Source: an optimization exercise on an open RTL-to-GDS flow (aim: small area and a short achievable clock period). Production flows keep margins and buffers that such runs may drop.
Only simulation tests tie the RTL to the original design; equivalence was not proved.
Power and IR drop assume default switching activity.

## oak
Design fft_mag_sq_frame, start of the top module:
module fft_mag_sq_frame
#(
  parameter  int FFT_LEN = 64,
  localparam int IDX_W   = $clog2(FFT_LEN)
) (
  input  logic             aclk,
  input  logic             areset,
  input  logic [31:0]      slave_tdata,
  input  logic             slave_tvalid,
  output logic             slave_tready,
  output logic [31:0]      master_tdata,
  output logic             master_tvalid,
  input  logic             master_tready,
  output logic             master_tlast,
  output logic [IDX_W-1:0] peak_bin,
  output logic [31:0]      peak_mag,
  output logic             peak_valid
);
  localparam logic [IDX_W-1:0] LAST_IDX = IDX_W'(FFT_LEN - 1);
  logic             en_s, hs_s, first_s, last_s, upd_s;
  logic [15:0]      re_s, im_s, re_abs_s, im_abs_s, re_hold_s, im_hold_s;
  logic [31:0]      sum_s, mag_s;
  logic [15:0]      tree_a_s, tree_b_s;
  logic             s1_valid_r, s2_valid_r, s3_valid_r;
  logic [15:0]      s1_re_r, s1_im_r;
  logic [31:0]      s3_mag_r;
  logic [IDX_W-1:0] bin_cnt_r;
  logic [31:0]      run_max_r, peak_mag_r;
  logic [IDX_W-1:0] run_bin_r, peak_bin_r;
  logic             peak_valid_r;
  assign tree_a_s = s1_re_r;
  assign tree_b_s = s1_im_r;
  logic [69:0] tree_bits_s, s2_bits_r;
  wire ppa_0_1 = ~(tree_a_s[0] & tree_a_s[1]);
  wire ppa_0_2 = ~(tree_a_s[0] & tree_a_s[2]);
  wire ppa_0_3 = ~(tree_a_s[0] & tree_a_s[3]);
  wire ppa_0_4 = ~(tree_a_s[0] & tree_a_s[4]);
  wire ppa_0_5 = ~(tree_a_s[0] & tree_a_s[5]);
  wire ppa_0_6 = ~(tree_a_s[0] & tree_a_s[6]);
  wire ppa_0_7 = ~(tree_a_s[0] & tree_a_s[7]);
  wire ppa_0_8 = ~(tree_a_s[0] & tree_a_s[8]);
  wire ppa_0_9 = ~(tree_a_s[0] & tree_a_s[9]);
  wire ppa_0_10 = ~(tree_a_s[0] & tree_a_s[10]);
  wire ppa_0_11 = ~(tree_a_s[0] & tree_a_s[11]);
  wire ppa_0_12 = ~(tree_a_s[0] & tree_a_s[12]);
  wire ppa_0_13 = ~(tree_a_s[0] & tree_a_s[13]);
  wire ppa_0_14 = ~(tree_a_s[0] & tree_a_s[14]);
  wire ppa_1_2 = ~(tree_a_s[1] & tree_a_s[2]);
  wire ppa_1_3 = ~(tree_a_s[1] & tree_a_s[3]);
  wire ppa_1_4 = ~(tree_a_s[1] & tree_a_s[4]);
  wire ppa_1_5 = ~(tree_a_s[1] & tree_a_s[5]);
  wire ppa_1_6 = ~(tree_a_s[1] & tree_a_s[6]);
  wire ppa_1_7 = ~(tree_a_s[1] & tree_a_s[7]);
  wire ppa_1_8 = ~(tree_a_s[1] & tree_a_s[8]);
  wire ppa_1_9 = ~(tree_a_s[1] & tree_a_s[9]);
  wire ppa_1_10 = ~(tree_a_s[1] & tree_a_s[10]);
  wire ppa_1_11 = ~(tree_a_s[1] & tree_a_s[11]);
  ...
Size in the first run: about 110 I/O pins, ~15000 sq um of cells after synthesis.
export LEC_CHECK = 0
export ABC_CLOCK_PERIOD_IN_PS = 3000
export CAP_MARGIN = 5
export CORE_MARGIN = 2
export CORE_UTILIZATION = 55
export CTS_BUF_LIST = sky130_fd_sc_hd__clkbuf_8
export CTS_CLUSTER_DIAMETER = 50
export CTS_CLUSTER_SIZE = 16
export SETUP_SLACK_MARGIN = 3.75
export SLEW_MARGIN = 5
export SYNTH_HIERARCHICAL = 1
export SYNTH_MINIMUM_KEEP_SIZE = 0
export TNS_END_PERCENT = 5
create_clock -name core_clock -period 7.0 [get_ports {aclk}]
standard.sh (not shown) runs the stock make flow with config.mk's settings and CLKGATE_MAP_FILE= SYNTH_SCRIPT=/design/flow/synth_recipe.tcl, a recipe that flattens the netlist after the stock synthesis.
==> flow/flow/run.sh <==
#!/bin/bash
set -euo pipefail
bash standard.sh \
  "BUFFER_PORTS_ARGS=-buffer_cell sky130_fd_sc_hd__buf_1" \
  "CTS_ARGS=-sink_clustering_enable -repair_clock_nets -sink_clustering_size 16 -sink_clustering_max_diameter 50 -buf_list sky130_fd_sc_hd__clkbuf_8 -dont_use_dummy_load" \
  finish > standard.log 2>&1
For pine, these inputs were changed with respect to oak:
- CORE_UTILIZATION changed from 55 to 40
- CAP_MARGIN changed from 5 to 20
- CTS_CLUSTER_DIAMETER changed from 50 to 40
- SLEW_MARGIN changed from 5 to 20
- CTS_BUF_LIST changed from sky130_fd_sc_hd__clkbuf_8 to sky130_fd_sc_hd__clkbuf_4
- CTS_CLUSTER_SIZE changed from 16 to 12
==> flow/flow/run.sh <==
#!/bin/bash
set -euo pipefail
bash standard.sh \
  "BUFFER_PORTS_ARGS=-buffer_cell sky130_fd_sc_hd__buf_1" \
  "CTS_ARGS=-sink_clustering_enable -repair_clock_nets -sink_clustering_size 12 -sink_clustering_max_diameter 40 -buf_list sky130_fd_sc_hd__clkbuf_4 -dont_use_dummy_load" \
  finish > standard.log 2>&1
Results
Total global-route track usage (lower): pine
A critical path class of reg2reg is what pine shows, while in2out belongs to oak.
Taking oak as the reference, in pine clock-buffer cell count shows an increase of 8, routed wire length shows an increase of about 6%, final HPWL from detailed placement shows an increase of 6.0%.
Setup changes, pine to birch
- CTS_CLUSTER_DIAMETER: 40 -> 50
- CORE_UTILIZATION: 40 -> 55
- CTS_BUF_LIST: sky130_fd_sc_hd__clkbuf_4 -> sky130_fd_sc_hd__clkbuf_8
- CAP_MARGIN: 20 -> 5
- CTS_CLUSTER_SIZE: 12 -> 16
- SLEW_MARGIN: 20 -> 5
- GPL_TIMING_DRIVEN: unset -> 0
==> flow/flow/run.sh <==
#!/bin/bash
set -euo pipefail
bash standard.sh \
  "BUFFER_PORTS_ARGS=-buffer_cell sky130_fd_sc_hd__buf_1" \
  "CTS_ARGS=-sink_clustering_enable -repair_clock_nets -sink_clustering_size 16 -sink_clustering_max_diameter 50 -buf_list sky130_fd_sc_hd__clkbuf_8 -dont_use_dummy_load" \
  finish > standard.log 2>&1
==> summary.txt <==
Delta (birch minus pine): multi-input gate area in the final layout flat, data required time at the worst endpoint shrank by 1.78 ns, fraction of the core area covered by cells at the end of the flow higher, via count went up by about 0.75%.
Sort pine and birch by minimum setup slack in the final design, ascending, and birch comes first.
According to the power report, total power for birch is higher than for pine.
Last weighted congestion value of the routability-driven placer (birch over pine): increase, 0.0037
pine -> birch: wire length of the first global-routing pass flat
Measured against each other, pine and birch differ in clock skew, the lower figure coming from birch.
Relative to pine, cell area has gone up in birch.
Compared with pine, birch shows fraction of power consumed by combinational cells higher by 0.3 points.
--- input diff birch..maple ---
- swapping 3.75 for 3.85 in SETUP_SLACK_MARGIN
- swapping 5 for 20 in CAP_MARGIN
- swapping 3000 for 3300 in ABC_CLOCK_PERIOD_IN_PS
- swapping 55 for 40 in CORE_UTILIZATION
- swapping 5 for 20 in SLEW_MARGIN
- clearing GPL_TIMING_DRIVEN, which used to be 0
==> summary.txt <==
Delta (maple minus birch): worst setup slack after placement grew by 0.39 ns; final standard cell count with taps included and fillers excluded grew by 117; final critical-path setup slack grew by 0.17 ns; fraction of final layout cells with drive strength greater than 1 shrank by 0.39 points. Going from birch to maple, core utilization down 17 points; arrival time at the worst endpoint up 1.53 ns. Diff birch -> maple | power after layout | increase of 0.067 mW. maple -> birch: total count of max-transition violations in the final report delta 0, exact match. Compared birch against maple; multi-input combinational cell area within noise.
Changes in cedar relative to maple:
- SETUP_SLACK_MARGIN: 3.85 -> 3.75
- ABC_CLOCK_PERIOD_IN_PS: 3300 -> 3000
- CORE_UTILIZATION: 40 -> 55
## What came out
Between cedar and maple, the clock edge transition at the registers on the reported setup and hold paths is lower for maple.
Taking maple as the reference, in cedar combinational power share fell 1.8 points, core utilization rose 15 points, global-route usage rose 4.8 points, count of clock-net buffers in the final layout rose 1, share of post-route cells with drive strength above 1 fell 2.4 points.
Higher switching power as a share of total power goes to maple over cedar.
Met2 track utilization from global routing (lower): maple
Between maple and cedar, the fmax does not differ in any meaningful way.

==> separate check: timing with driven ports <==
How much do the figures lean on ideal ports? The routed layouts below were timed once more, with nothing changed but the port constraints.
Step 1: set_driving_cell puts a clkbuf_16 on aclk and a buf_2 on each other input, an assumption about the parent block.
Step 2 adds t to the input delays and takes it off the output delays; t is the mean of the earliest and latest rising clock arrival at the registers after step 1. Input paths then give back, and output paths get back, about the clock's delay inside the block.
Three values: ideal ports, drivers, drivers and shift; two values: the first two.
| run | shift t [ns] | slack for setup (ns) | worst setup path after step 2 | clock arrival spread, ns |
|---|---|---|---|---|
| oak | 0.611 | 3.727 / 3.702 / 3.582 | input to register | 0.070 / 0.071 |
| pine | 0.669 | 3.659 / 3.660 / 3.402 | input to register | 0.096 / 0.096 |
| birch | 0.585 | 3.556 / 3.532 / 3.373 | input to register | 0.041 / 0.041 |
| maple | 0.595 | 3.724 / 3.709 / 3.412 | input to register | 0.065 / 0.065 |
| cedar | 0.613 | 3.725 / 3.700 / 3.592 | input to register | 0.072 / 0.073 |
After both steps setup and hold are still met in every run listed. For maple, which loses most, drivers alone change the setup slack by -0.015 ns; drivers and shift together by -0.312 ns.
